From an optimization exercise on the open Yosys and OpenROAD flow, aimed at small area; shortcuts taken in it are not production practice. The RTL was checked by simulation tests, not by an equivalence proof against the original design. No activity file was given, so power comes from the tool's default toggle rates.

== job 4427 ==
==> flow/design.v <==
module qpst_rca #(
  parameter int W = 8
) (
  input  logic [W-1:0] a,
  input  logic [W-1:0] b,
  input  logic         ci,
  output logic [W-1:0] s,
  output logic         co
);
  logic [W:0] c;
  assign c[0] = ci;
  for (genvar i = 0; i < W; i++) begin : g_bit
    assign s[i]   = a[i] ^ b[i] ^ c[i];
    assign c[i+1] = (a[i] & b[i]) | (c[i] & (a[i] ^ b[i]));
  end
  assign co = c[W];
endmodule
module quadrature_position_speed_tracker (
  input  logic        clk,
  input  logic        rst,
  input  logic        sample_valid,
  output logic        sample_ready,
  input  logic [1:0]  sample_op,
  input  logic [15:0] sample_count,
  output logic        result_valid,
  input  logic        result_ready,
  output logic [31:0] result_total_count,
  output logic [15:0] result_delta_count,
  output logic        result_direction,
  output logic [31:0] result_shaft_rpm,
  output logic [31:0] result_shaft_rps,
  output logic [15:0] result_mech_angle,
  output logic [15:0] result_elec_angle,
  output logic [31:0] result_index_count,
  input  logic        cfg_valid,
  output logic        cfg_ready,
  input  logic [1:0]  cfg_index,
  input  logic [31:0] cfg_data
);
  logic [20:0] cpr;
  logic [7:0]  pp;
  logic [31:0] rpm_gain;
  logic [31:0] rps_gain;
  logic [31:0] total;
  logic [15:0] delta;
  logic        dir;
  logic [31:0] rpm;
  logic [31:0] rps;
  logic [31:0] index;
  logic [15:0] mech;    
  logic [20:0] rem;     
  logic        busy;
  logic [5:0]  cnt;
  logic        icy;     
  logic        mbq;     
  assign cfg_ready = !rst;
  assign result_total_count = total;
  assign result_delta_count = delta;
  assign result_direction   = dir;
  assign result_shaft_rpm   = rpm;
  assign result_shaft_rps   = rps;
  assign result_mech_angle  = mech;
  assign result_elec_angle  = rem[15:0];
  assign result_index_count = index;
  wire start = sample_valid && !busy && (!result_valid || result_ready);
  wire last  = busy && (cnt == 6'd55);
  assign sample_ready = last;
  wire op_speed = (sample_op == 2'd0);
  wire op_index = (sample_op == 2'd1);
  wire op_clear = (sample_op == 2'd2);
  wire op_pos   = (sample_op == 2'd3);
  wire upd = start;
  wire clr = rst || (upd && op_clear);
  wire [31:0] rst32 = {32{rst}};
  wire [31:0] wd_cpr = (cfg_data & ~rst32) | (32'd4096  & rst32);
  wire [31:0] wd_pp  = (cfg_data & ~rst32) | (32'd1     & rst32);
  wire [31:0] wd_rpm = (cfg_data & ~rst32) | (32'd96000 & rst32);
  wire [31:0] wd_rps = (cfg_data & ~rst32) | (32'd1600  & rst32);
  always_ff @(posedge clk) begin
    if (rst || (cfg_valid && cfg_index == 2'd0)) cpr      <= wd_cpr[20:0];
    if (rst || (cfg_valid && cfg_index == 2'd1)) pp       <= wd_pp[7:0];
    if (rst || (cfg_valid && cfg_index == 2'd2)) rpm_gain <= wd_rpm;
    if (rst || (cfg_valid && cfg_index == 2'd3)) rps_gain <= wd_rps;
  end
  wire [15:0] step;
  wire        nbor;
  qpst_rca #(16) u_step (.a(sample_count), .b(~total[15:0]), .ci(1'b1), .s(step), .co(nbor));
  wire        bor = !nbor;
  wire [15:0] thi;
  qpst_rca #(16) u_thi (.a(total[31:16]), .b({16{step[15] & !bor}}), .ci(bor & !step[15]),
                        .s(thi), .co());
  wire        mul_on = busy && op_speed && !cnt[5];
  wire [3:0]  mi     = cnt[3:0];
  wire        msel   = cnt[4];
  wire        mbit   = mbq;
  wire [5:0]  cnt_n  = cnt + 6'd1;
  always_ff @(posedge clk) mbq <= upd ? step[0] : delta[cnt_n[3:0]];
  wire        mlast  = (mi == 4'd15);
  wire        mneg   = delta[15];
  wire [31:0] g      = msel ? rpm_gain : rps_gain;
  wire [31:0] mb     = mbit ? (mlast ? ~g : g) : 32'd0;
  wire        mcin   = (mbit && mlast) || (mneg ? (mi < 4'd7) : (mi == 4'd7));
  wire [31:0] msum;
  wire        mco;
  qpst_rca #(32) u_mul (.a({mech[7:0], rpm[31:8]}), .b(mb), .ci(mcin), .s(msum), .co(mco));
  wire        mtop   = (mbit && mlast) ? !mco : mco;
  wire [32:0] s      = {mtop, msum};
  wire [31:0] znext  = {s[24:0], rpm[7:1]};
  wire        fits   = (s[32:24] == 9'h000) || (s[32:24] == 9'h1FF);
  wire [31:0] mres   = (mlast && !fits) ? {s[32], {31{!s[32]}}} : znext;
  wire        tneg   = total[31];
  wire        frac   = (cnt[5:4] == 2'b10);
  wire        ephase = (cnt[5:4] == 2'b11);
  wire        dbit   = cnt[5] ? (tneg && !cnt[4]) : (total[~cnt[4:0]] ^ tneg);
  wire        ppbit  = pp[~cnt[2:0]];
  wire [21:0] dt     = {rem, dbit};
  wire [21:0] db     = ephase ? {6'd0, mech & {16{ppbit}}} : {1'b1, ~cpr};
  wire [21:0] dd;
  wire        ge;
  qpst_rca #(22) u_div (.a(dt), .b(db), .ci(!ephase), .s(dd), .co(ge));
  wire [20:0] rnext  = (ge || ephase) ? dd[20:0] : dt[20:0];
  wire        qbit   = (ge ^ tneg) && (cpr != 21'd0);
  always_ff @(posedge clk) begin
    if (upd || (busy && cnt == 6'd47)) rem <= 21'd0;
    else if (busy) rem <= rnext;
    if (upd) mech[7:0] <= 8'd0;
    else if (mul_on) mech[7:0] <= mlast ? 8'd0 : s[32:25];
    else if (busy && frac) mech <= {mech[14:0], qbit};
  end
  wire irot = busy && op_index && !cnt[5];
  always_ff @(posedge clk) begin
    if (clr) begin
      total <= 32'd0;
      delta <= 16'd0;
    end else if (upd) begin
      if (op_speed || op_pos) total <= {thi, sample_count};
      if (op_speed) delta <= step;
    end
    if (clr) index <= 32'd0;
    else if (irot) index <= {index[0] ^ icy, index[31:1]};
    if (upd) icy <= 1'b1;
    else if (irot) icy <= icy & index[0];
    if (rst) dir <= 1'b0;
    else if (upd && op_speed) dir <= step[15];
    if (clr || (upd && op_speed) || (mul_on && mlast && !msel)) rpm <= 32'd0;
    else if (mul_on) rpm <= mres;
    if (clr) rps <= 32'd0;
    else if (mul_on && mlast && !msel) rps <= mres;
  end
  always_ff @(posedge clk) begin
    if (rst) begin
      busy         <= 1'b0;
      result_valid <= 1'b0;
    end else begin
      if (start) busy <= 1'b1;
      else if (last) busy <= 1'b0;
      if (last) result_valid <= 1'b1;
      else if (result_ready) result_valid <= 1'b0;
    end
    if (start) cnt <= 6'd0;
    else if (busy) cnt <= cnt_n;
  end
endmodule
==> flow/config.mk <==
export PLATFORM = sky130hd
export DESIGN_NAME = quadrature_position_speed_tracker
export DESIGN_NICKNAME = quadrature_position_speed_tracker
export VERILOG_FILES = /design/flow/design.v
export SDC_FILE = /design/flow/constraint.sdc
export NUM_CORES = 4
export LEC_CHECK = 0
export CAP_MARGIN = 0
export CORE_MARGIN = 2
export CORE_UTILIZATION = 55
export PLACE_DENSITY = 0.65
export SLEW_MARGIN = 0
==> flow/constraint.sdc <==
create_clock -name core_clock -period 15.0 [get_ports {clk}]
set_input_delay 3.0000 -clock core_clock [delete_from_list [all_inputs] [get_ports {clk}]]
set_output_delay 3.0000 -clock core_clock [all_outputs]
set_load 0.01 [all_outputs]
standard.sh (not shown) runs the stock make flow with config.mk's settings and CLKGATE_MAP_FILE= SYNTH_SCRIPT=/design/flow/synth_recipe.tcl, a recipe that flattens the netlist after the stock synthesis.
==> flow/flow/run.sh <==
#!/bin/bash
# The standard layout (standard.sh), with these changes:
#  - synthesis: synth_recipe.tcl unchanged except that abc maps the combinational logic with an
#    area-oriented script (flow/abc_area.script); the registers are untouched by abc;
#  - buf_1 port buffers;
#  - a clock tree of clkbuf_8 clusters of up to 16 sinks, without dummy loads.
set -euo pipefail
here=$(pwd)
sed "s#^source \$::env(SCRIPTS_DIR)/synth.tcl#source $here/flow/abc_override.tcl\nsource \$::env(SCRIPTS_DIR)/synth.tcl#" \
  synth_recipe.tcl > area_synth.tcl
export MY_ABC_SCRIPT="$here/flow/abc_area.script"
export BUFFER_PORTS_ARGS="-buffer_cell sky130_fd_sc_hd__buf_1"
export CTS_ARGS="-sink_clustering_enable -repair_clock_nets -buf_list sky130_fd_sc_hd__clkbuf_8 -sink_clustering_size 16 -sink_clustering_max_diameter 60 -dont_use_dummy_load"
bash standard.sh \
  "SYNTH_SCRIPT=$here/area_synth.tcl" \
  "BUFFER_PORTS_ARGS=$BUFFER_PORTS_ARGS" \
  "CTS_ARGS=$CTS_ARGS" \
  finish > standard.log 2>&1
==> flow/flow/abc_area.script <==
&get -n
&st
&dch
&nf -R 1000
&put
topo
dnsize -c
==> flow/flow/abc_override.tcl <==
# replace the abc script that synth.tcl hands to abc with $::env(MY_ABC_SCRIPT)

proc abc {args} {
  set out {}
  set skip 0
  foreach a $args {
    if {$skip} { lappend out $::env(MY_ABC_SCRIPT); set skip 0; continue }
    if {$a eq "-script"} { set skip 1 }
    lappend out $a
  }
  puts "abc override: $out"
  yosys abc {*}$out
}
### job 4427 -> job 613
Settings: swapping 55 for 65 in CORE_UTILIZATION; putting GPL_TIMING_DRIVEN at 0 where nothing was set; swapping 0.65 for 0.75 in PLACE_DENSITY.
Results
Job 613 completed every stage of the flow, and the final layout passed the timing, design-rule and antenna checks.
Summary of job 613 over job 4427: worst hold slack now larger, proportion of power drawn by flip-flops and latches now larger.
Taking job 4427 as 1.0, job 613 lands at 1.3 on DRC violation total after the first TritonRoute iteration.
#### Input delta (job 6455 over job 613)
Settings: GPL_TIMING_DRIVEN removed (was 0).
### Flow results
- Portion of total power attributed to combinational logic (job 6455 over job 613): decrease, 0.7 points
- Changes observed in job 6455 relative to job 613: count of inverters other than clock inverters in the layout has remained practically unchanged, global-route wire length before repair decreased about 4%, footprint of the multi-input gates lost 2.3%.
- Job 6455 ended up with a lower minimum period implied by the final worst setup slack than job 613 did.
- Count of multi-input gates in job 6455 vs job 613: down about 0.8%
- As far as maximum fanout encountered on the critical timing path goes, job 613 and job 6455 are indistinguishable; the numbers are identical.

========
quadrature_position_speed_tracker, a different RTL version from the one above (not shown whole).
Size in the first run: roughly 1300 cells after synthesis, ~280 flip-flops, ~240 I/O pins, ~14000 um2 of cells after synthesis.
==> flow/config.mk <==
export PLATFORM = sky130hd
export DESIGN_NAME = quadrature_position_speed_tracker
export DESIGN_NICKNAME = quadrature_position_speed_tracker
export VERILOG_FILES = /design/flow/design.v
export SDC_FILE = /design/flow/constraint.sdc
export NUM_CORES = 4
export LEC_CHECK = 0
export CAP_MARGIN = 0
export CORE_MARGIN = 2
export CORE_UTILIZATION = 80
export PLACE_DENSITY = 0.85
export SLEW_MARGIN = 0
==> flow/constraint.sdc <==
create_clock -name core_clock -period 15.0 [get_ports {clk}]
set_input_delay 3.0000 -clock core_clock [delete_from_list [all_inputs] [get_ports {clk}]]
set_output_delay 3.0000 -clock core_clock [all_outputs]
set_load 0.01 [all_outputs]
==> flow/flow/run.sh <==
#!/bin/bash
# The standard layout (standard.sh), with smaller cells where the standard flow's defaults
# pick larger ones: buf_1 port buffers, and a clock tree of larger clusters on one buffer
# type, without dummy loads.
set -euo pipefail
export BUFFER_PORTS_ARGS="-buffer_cell sky130_fd_sc_hd__buf_1"
export CTS_ARGS="-sink_clustering_enable -repair_clock_nets -buf_list sky130_fd_sc_hd__clkbuf_8 -sink_clustering_size 16 -sink_clustering_max_diameter 60 -dont_use_dummy_load"
bash standard.sh \
  "BUFFER_PORTS_ARGS=$BUFFER_PORTS_ARGS" \
  "CTS_ARGS=$CTS_ARGS" \
  finish > standard.log 2>&1
Change:
--- a/flow/flow/run.sh
+++ b/flow/flow/run.sh
@@ -6,3 +6,3 @@
 export BUFFER_PORTS_ARGS="-buffer_cell sky130_fd_sc_hd__buf_1"
-export CTS_ARGS="-sink_clustering_enable -repair_clock_nets -buf_list sky130_fd_sc_hd__clkbuf_8 -sink_clustering_size 16 -sink_clustering_max_diameter 60 -dont_use_dummy_load"
+export CTS_ARGS="-sink_clustering_enable -repair_clock_nets -buf_list sky130_fd_sc_hd__clkbuf_16 -sink_clustering_size 32 -sink_clustering_max_diameter 80 -dont_use_dummy_load"
 bash standard.sh \
CORE_UTILIZATION = 65   (was 80)
PLACE_DENSITY = 0.75   (was 0.85)
After rerunning: Flip-flop and latch count does not change. Clock-buffer cell count came out lower by 7. Non-clock buffer count came out lower by 7. Register-to-register slack improves by 0.24 ns.
Change:
--- a/flow/flow/run.sh
+++ b/flow/flow/run.sh
@@ -6,3 +6,3 @@
 export BUFFER_PORTS_ARGS="-buffer_cell sky130_fd_sc_hd__buf_1"
-export CTS_ARGS="-sink_clustering_enable -repair_clock_nets -buf_list sky130_fd_sc_hd__clkbuf_16 -sink_clustering_size 32 -sink_clustering_max_diameter 80 -dont_use_dummy_load"
+export CTS_ARGS="-sink_clustering_enable -repair_clock_nets -buf_list sky130_fd_sc_hd__clkbuf_8 -sink_clustering_size 16 -sink_clustering_max_diameter 60 -dont_use_dummy_load"
 bash standard.sh \
What happened: Setup slack improves by 0.079 ns; clock skew rises by 0.0044 ns; power drops by 1.1%; first-iteration DRC count decreases by 6.8%; global-route usage is higher by 0.17 points; via count came out higher by 0.74%.
Change:
CORE_UTILIZATION = 90   (was 65)
PLACE_DENSITY = 0.95   (was 0.75)
The new run did not get past 3_3_place_gp, error GPL-0301.
Synthesized area does not change.
Synthesized cell count is unchanged.
Change:
==> flow/flow/run.sh (replaced) <==
#!/bin/bash
# The standard layout (standard.sh), with these changes:
#  - synthesis: synth_recipe.tcl unchanged except that abc maps the combinational logic with an
#    area-oriented script (flow/abc_area.script); the registers are untouched by abc;
#  - buf_1 port buffers;
#  - a clock tree of clkbuf_8 clusters of up to 16 sinks, without dummy loads.
set -euo pipefail
here=$(pwd)
sed "s#^source \$::env(SCRIPTS_DIR)/synth.tcl#source $here/flow/abc_override.tcl\nsource \$::env(SCRIPTS_DIR)/synth.tcl#" \
  synth_recipe.tcl > area_synth.tcl
export MY_ABC_SCRIPT="$here/flow/abc_area.script"
export BUFFER_PORTS_ARGS="-buffer_cell sky130_fd_sc_hd__buf_1"
export CTS_ARGS="-sink_clustering_enable -repair_clock_nets -buf_list sky130_fd_sc_hd__clkbuf_8 -sink_clustering_size 16 -sink_clustering_max_diameter 60 -dont_use_dummy_load"
bash standard.sh \
  "SYNTH_SCRIPT=$here/area_synth.tcl" \
  "BUFFER_PORTS_ARGS=$BUFFER_PORTS_ARGS" \
  "CTS_ARGS=$CTS_ARGS" \
  finish > standard.log 2>&1
==> flow/flow/abc_area.script (new file) <==
&get -n
&st
&dch
&nf -R 1000
&put
topo
dnsize -c
==> flow/flow/abc_override.tcl (new file) <==
# replace the abc script that synth.tcl hands to abc with $::env(MY_ABC_SCRIPT)

proc abc {args} {
  set out {}
  set skip 0
  foreach a $args {
    if {$skip} { lappend out $::env(MY_ABC_SCRIPT); set skip 0; continue }
    if {$a eq "-script"} { set skip 1 }
    lappend out $a
  }
  puts "abc override: $out"
  yosys abc {*}$out
}
CORE_UTILIZATION = 65   (was 90)
PLACE_DENSITY = 0.75   (was 0.95)
This time the run finished clean.
Synthesized area drops by 3.9%.
Synthesized cell count drops by about 3.7%.

-- what the ideal ports hide --
The flow's constraints put no driver on any port. The routed layouts listed below were extracted and timed again, unchanged, in two steps. Step 1 sets driving cells, clkbuf_16 on the clock port and buf_2 on the other inputs (assumed; they add their load-dependent delay and slew). Step 2 moves the port delays by t, midway between the first and last clock arrival at a register: inputs arrive t later, outputs are due t later. That takes back most of the time a late clock gives input paths. a / b / c = ideal / step 1 / step 2; a / b = the first two.
run	t, ns	setup slack, ns	worst setup path after step 2
job 4427	0.603	0.395 / 0.417 / -0.187	input to register
job 613	0.573	0.330 / 0.351 / -0.222	input to register
job 6455	0.579	0.356 / 0.370 / -0.209	input to register
the first run of note 2	0.605	0.143 / 0.127 / -0.478	input to register
the second run of note 2	0.522	0.229 / 0.224 / -0.298	input to register
the third run of note 2	0.587	0.307 / 0.304 / -0.283	input to register
the fifth run of note 2	0.572	0.390 / 0.414 / -0.158	input to register
Met with ideal ports but missed after step 2: setup timing in every run listed. The setup slack of the first run of note 2, which loses most, moves by -0.016 ns with the drivers and by -0.621 ns with both steps.
